Source: an optimization exercise on an open RTL-to-GDS flow (aim: a short achievable clock period and few clock cycles). Production flows keep margins and buffers that such runs may drop. Only simulation tests tie the RTL to the original design; equivalence was not proved. Power and IR drop assume default switching activity.

==> 02-26: inputs <==
## dcache_ctrl
module dcache_ctrl
#(
    parameter int LINES = dcache_pkg::LINES_DEF,
    parameter int WORDS = dcache_pkg::WORDS_DEF
) (
    input  logic        clock,
    input  logic        reset,
    input  logic        cpu_req,
    input  logic        cpu_we,
    input  logic [31:0] cpu_addr,
    input  logic [31:0] cpu_wdata,
    output logic [31:0] cpu_rdata,
    output logic        cpu_ready,
    output logic        cpu_busy,
    input  logic        flush,
    output logic        mem_req,
    output logic        mem_we,
    output logic [31:0] mem_addr,
    output logic [31:0] mem_wdata,
    input  logic [31:0] mem_rdata,
    input  logic        mem_ack,
    output logic [15:0] hit_count,
    output logic [15:0] miss_count
);
==> module dcache_ctrl, before the edit <==
module dcache_ctrl
#(
    parameter int LINES = dcache_pkg::LINES_DEF,
    parameter int WORDS = dcache_pkg::WORDS_DEF
) (
    input  logic        clock,
    input  logic        reset,
    input  logic        cpu_req,
    input  logic        cpu_we,
    input  logic [31:0] cpu_addr,
    input  logic [31:0] cpu_wdata,
    output logic [31:0] cpu_rdata,
    output logic        cpu_ready,
    output logic        cpu_busy,
    input  logic        flush,
    output logic        mem_req,
    output logic        mem_we,
    output logic [31:0] mem_addr,
    output logic [31:0] mem_wdata,
    input  logic [31:0] mem_rdata,
    input  logic        mem_ack,
    output logic [15:0] hit_count,
    output logic [15:0] miss_count
);
    localparam int OW = $clog2(WORDS);
    localparam int IW = $clog2(LINES);
    localparam int TW = 30 - OW - IW;
    dcache_pkg::state_t state, next;
    logic [29:0] addr_q;
    logic we_q;
    logic [31:0] wdata_q;
    logic [TW-1:0] tags [LINES];
    logic [LINES-1:0] valid;
    logic [OW-1:0] cnt;
    logic [TW-1:0] tag;
    logic [IW-1:0] idx;
    logic [OW-1:0] off;
    logic hit, last, accept, arr_we;
    logic [31:0] arr_rdata;
    logic unused_addr_bits;
    assign unused_addr_bits = ^cpu_addr[1:0];
    assign tag = addr_q[29 -: TW];
    assign idx = addr_q[OW +: IW];
    assign off = addr_q[OW-1:0];
    assign hit = valid[idx] && tags[idx] == tag;
    assign last = cnt == OW'(WORDS - 1);
    assign accept = state == dcache_pkg::IDLE && cpu_req && !flush;
    always_comb begin
        next = state;
        case (state)
            dcache_pkg::IDLE:    next = accept ? dcache_pkg::LOOKUP : dcache_pkg::IDLE;
            dcache_pkg::LOOKUP:  next = we_q ? dcache_pkg::WRITE : (hit ? dcache_pkg::DONE : dcache_pkg::REFILL);
            dcache_pkg::REFILL:  next = (mem_ack && last) ? dcache_pkg::DONE : dcache_pkg::REFILL;
            dcache_pkg::WRITE:   next = mem_ack ? dcache_pkg::DONE : dcache_pkg::WRITE;
            default: next = dcache_pkg::IDLE;
        endcase
    end
    always_comb begin
        cpu_ready = state == dcache_pkg::DONE;
        cpu_busy = state != dcache_pkg::IDLE;
        mem_req = state == dcache_pkg::REFILL || state == dcache_pkg::WRITE;
        mem_we = state == dcache_pkg::WRITE;
        mem_addr = state == dcache_pkg::REFILL ? {tag, idx, cnt, 2'b00} : (state == dcache_pkg::WRITE ? {addr_q, 2'b00} : 32'd0);
        mem_wdata = state == dcache_pkg::WRITE ? wdata_q : 32'd0;
        arr_we = mem_ack && (state == dcache_pkg::REFILL || (state == dcache_pkg::WRITE && hit));
    end
    dcache_data_array #(.LINES(LINES), .WORDS(WORDS)) u_data (
        .clock(clock),
        .we(arr_we),
        .waddr({idx, state == dcache_pkg::REFILL ? cnt : off}),
        .wdata(state == dcache_pkg::REFILL ? mem_rdata : wdata_q),
        .raddr({idx, off}),
        .rdata(arr_rdata)
    );
    always_ff @(posedge clock) begin
        if (accept) begin
            addr_q <= cpu_addr[31:2];
            we_q <= cpu_we;
            wdata_q <= cpu_wdata;
        end
        if (!reset && state == dcache_pkg::REFILL && mem_ack && last) tags[idx] <= tag;
    end
    always_ff @(posedge clock) begin
        if (reset) begin
            state <= dcache_pkg::IDLE;
            valid <= '0;
            cnt <= '0;
            hit_count <= '0;
            miss_count <= '0;
            cpu_rdata <= '0;
        end else begin
            state <= next;
            if (state == dcache_pkg::IDLE && flush) valid <= '0;
            if (state == dcache_pkg::LOOKUP && !we_q) begin
                if (hit) begin
                    cpu_rdata <= arr_rdata;
                    hit_count <= hit_count + 16'(hit_count != 16'hFFFF);
                end else begin
                    valid[idx] <= 1'b0;
                    cnt <= '0;
                    miss_count <= miss_count + 16'(miss_count != 16'hFFFF);
                end
            end
            if (state == dcache_pkg::REFILL && mem_ack) begin
                cnt <= cnt + 1'b1;
                if (cnt == off) cpu_rdata <= mem_rdata;
                if (last) valid[idx] <= 1'b1;
            end
        end
    end
endmodule
Settings: LEC_CHECK=0, CAP_MARGIN=20, CORE_MARGIN=2, CORE_UTILIZATION=40, SLEW_MARGIN=20; clock period 6.0 ns.
run.sh (not shown) runs the stock make flow with config.mk's settings and CLKGATE_MAP_FILE= SYNTH_SCRIPT=/design/flow/synth_recipe.tcl, a recipe that flattens the netlist after the stock synthesis.
==> inputs of 02-21, as changes to 02-26 <==
==> flow/design.v (replaced) <==
package dcache_pkg;
    localparam int LINES_DEF = 16;
    localparam int WORDS_DEF = 4;
    localparam int OFFSET_W = $clog2(WORDS_DEF);
    localparam int INDEX_W = $clog2(LINES_DEF);
    localparam int TAG_W = 30 - OFFSET_W - INDEX_W;
endpackage
module dcache_data_array
#(
    parameter int LINES = dcache_pkg::LINES_DEF,
    parameter int WORDS = dcache_pkg::WORDS_DEF,
    localparam int AW = $clog2(LINES * WORDS)
) (
    input  logic          clock,
    input  logic          we,
    input  logic [AW-1:0] waddr,
    input  logic [31:0]   wdata,
    input  logic [AW-1:0] raddr,
    output logic [31:0]   rdata
);
    logic [31:0] mem [LINES*WORDS];
    always_ff @(posedge clock) begin
        if (we) mem[waddr] <= wdata;
    end
    assign rdata = mem[raddr];
endmodule
module dcache_ctrl
#(
    parameter int LINES = dcache_pkg::LINES_DEF,
    parameter int WORDS = dcache_pkg::WORDS_DEF
) (
    input  logic        clock,
    input  logic        reset,
    input  logic        cpu_req,
    input  logic        cpu_we,
    input  logic [31:0] cpu_addr,
    input  logic [31:0] cpu_wdata,
    output logic [31:0] cpu_rdata,
    output logic        cpu_ready,
    output logic        cpu_busy,
    input  logic        flush,
    output logic        mem_req,
    output logic        mem_we,
    output logic [31:0] mem_addr,
    output logic [31:0] mem_wdata,
    input  logic [31:0] mem_rdata,
    input  logic        mem_ack,
    output logic [15:0] hit_count,
    output logic [15:0] miss_count
);
    localparam int OW = $clog2(WORDS);
    localparam int IW = $clog2(LINES);
    localparam int TW = 30 - OW - IW;
    logic idle_q;                  
    logic store_q, refill_q;       
    logic shit_q;                  
    logic byp_q;                   
    logic [OW-1:0] cnt_q;          
    logic [OW-1:0] cnt_d;
    logic [TW-1:0] tags [LINES];
    logic [LINES-1:0] valid;
    logic wr_q;                    
    logic [IW+OW-1:0] waddr_q;
    logic [31:0] wdata_q;
    logic [31:0] arr_rdata;
    logic [LINES-1:0] match, sel;
    logic hit, accept, ack, last;
    logic [15:0] hit_inc, miss_inc;
    logic [TW-1:0] tag;
    logic [IW-1:0] idx;
    logic [OW-1:0] off;
    logic unused_addr_bits;
    assign unused_addr_bits = ^cpu_addr[1:0];
    assign tag = cpu_addr[31 -: TW];
    assign idx = cpu_addr[2+OW +: IW];
    assign off = cpu_addr[2 +: OW];
    always_comb begin
        for (int i = 0; i < LINES; i++) begin
            match[i] = valid[i] && tags[i] == tag;
            sel[i] = idx == IW'(i);
        end
    end
    assign hit = |(match & sel);
    assign accept = idle_q && cpu_req && !flush;
    assign ack = mem_req && mem_ack;
    assign last = cnt_q == OW'(WORDS - 1);
    assign cnt_d = cnt_q + OW'(ack && refill_q);
    assign hit_inc = hit_count + 16'(hit_count != 16'hFFFF);
    assign miss_inc = miss_count + 16'(miss_count != 16'hFFFF);
    dcache_data_array #(.LINES(LINES), .WORDS(WORDS)) u_data (
        .clock(clock),
        .we(wr_q),
        .waddr(waddr_q),
        .wdata(wdata_q),
        .raddr({idx, off}),
        .rdata(arr_rdata)
    );
    always_ff @(posedge clock) begin
        mem_addr <= {cpu_addr[31:2+OW], cpu_we ? off : cnt_d, 2'b00};
        mem_we <= cpu_we;
        mem_wdata <= cpu_wdata;
        cpu_rdata <= byp_q ? mem_rdata : arr_rdata;
        if (accept) shit_q <= hit;
        waddr_q <= {idx, store_q ? off : cnt_q};
        wdata_q <= store_q ? cpu_wdata : mem_rdata;
        if (ack && refill_q && last) tags[idx] <= tag;
    end
    always_ff @(posedge clock) begin
        if (reset) begin
            idle_q <= 1'b1;
            cpu_ready <= 1'b0;
            cpu_busy <= 1'b0;
            mem_req <= 1'b0;
            store_q <= 1'b0;
            refill_q <= 1'b0;
            byp_q <= 1'b0;
            cnt_q <= '0;
            wr_q <= 1'b0;
            valid <= '0;
            hit_count <= '0;
            miss_count <= '0;
        end else begin
            wr_q <= ack && (refill_q || shit_q);
            if (idle_q && flush) valid <= '0;
            if (accept) begin
                idle_q <= 1'b0;
                cpu_busy <= 1'b1;
                if (cpu_we) begin
                    mem_req <= 1'b1;
                    store_q <= 1'b1;
                end else if (hit) begin
                    cpu_ready <= 1'b1;
                    hit_count <= hit_inc;
                end else begin
                    mem_req <= 1'b1;
                    refill_q <= 1'b1;
                    miss_count <= miss_inc;
                end
            end
            if (cpu_ready) begin
                cpu_ready <= 1'b0;
                cpu_busy <= 1'b0;
                idle_q <= 1'b1;
            end
            if (ack && refill_q) begin
                cnt_q <= cnt_d;
                byp_q <= cnt_q == OW'(WORDS - 2) && off == OW'(WORDS - 1);
            end
            if (ack && (store_q || last)) begin
                mem_req <= 1'b0;
                store_q <= 1'b0;
                refill_q <= 1'b0;
                byp_q <= 1'b0;
                cpu_ready <= 1'b1;
                if (refill_q) valid[idx] <= 1'b1;
            end
        end
    end
endmodule
Settings changed: ABC_CLOCK_PERIOD_IN_PS from default to 2500, CORE_UTILIZATION 40 to 50, CTS_CLUSTER_DIAMETER from default to 60, CTS_CLUSTER_SIZE from default to 25, SETUP_SLACK_MARGIN from default to 3.5.
==> summary of the runs <==
Worst hold slack: 02-26 is higher than 02-21 (0.046 ns).
Of 02-26 and 02-21, 02-21 has the higher area after synthesis (gap about 1.3%, measured against 02-21).
In 02-21 the synthesized cell count is larger than in 02-26, by about 6%.
02-21 completed with no timing, DRC or antenna violations. 02-26 went through all stages and came out clean.
Of 02-21 and 02-26, 02-21 has the higher via count (gap 6.9%, measured against 02-26).
In 02-26 the cell count is higher than in 02-21, by about 3%.
In 02-21 the power is smaller than in 02-26, by about 9%.
In 02-21 the sequential share of layout area is lower than in 02-26, by 1.8 points.
Global-route usage: 02-26 is lower than 02-21 (8.2 points).
In 02-21 the critical path depth is lower than in 02-26, by 3.
In sequential power, 02-26 and 02-21 hardly differ.
Testbench counts of 02-26, summed over its fixed seeds: cycles 113,378.
Testbench counts of 02-21, summed over its fixed seeds: cycles 101,378.

[port drivers added, routing unchanged]
No port has a modelled driver above. Below, the same layouts with a new extraction and two added sets of constraints. Step 1 assumes that a clkbuf_16 drives the clock port and a buf_2 every other input. Step 2 times the ports against the registers' clock, not the clock port: input delays grow and output delays shrink by t, the midpoint of the rising clock arrivals with the driver on. Slacks: ideal ports / drivers / drivers and shift; pairs: ideal ports / drivers.
run | t (ns) | setup slack, ns | worst setup path at the end | latest minus earliest clock arrival (ns) | pins driven straight from the clock port
02-26 | 0.980 | 0.975 / 0.975 / 0.975 | register to register | 0.072 / 0.072 | 1
02-21 | 0.939 | 2.891 / 2.625 / 1.686 | input to register | 0.048 / 0.048 | 1
After both steps every run listed still meets setup and hold. For 02-21, which loses most, drivers alone change the setup slack by -0.266 ns; drivers and shift together by -1.205 ns.
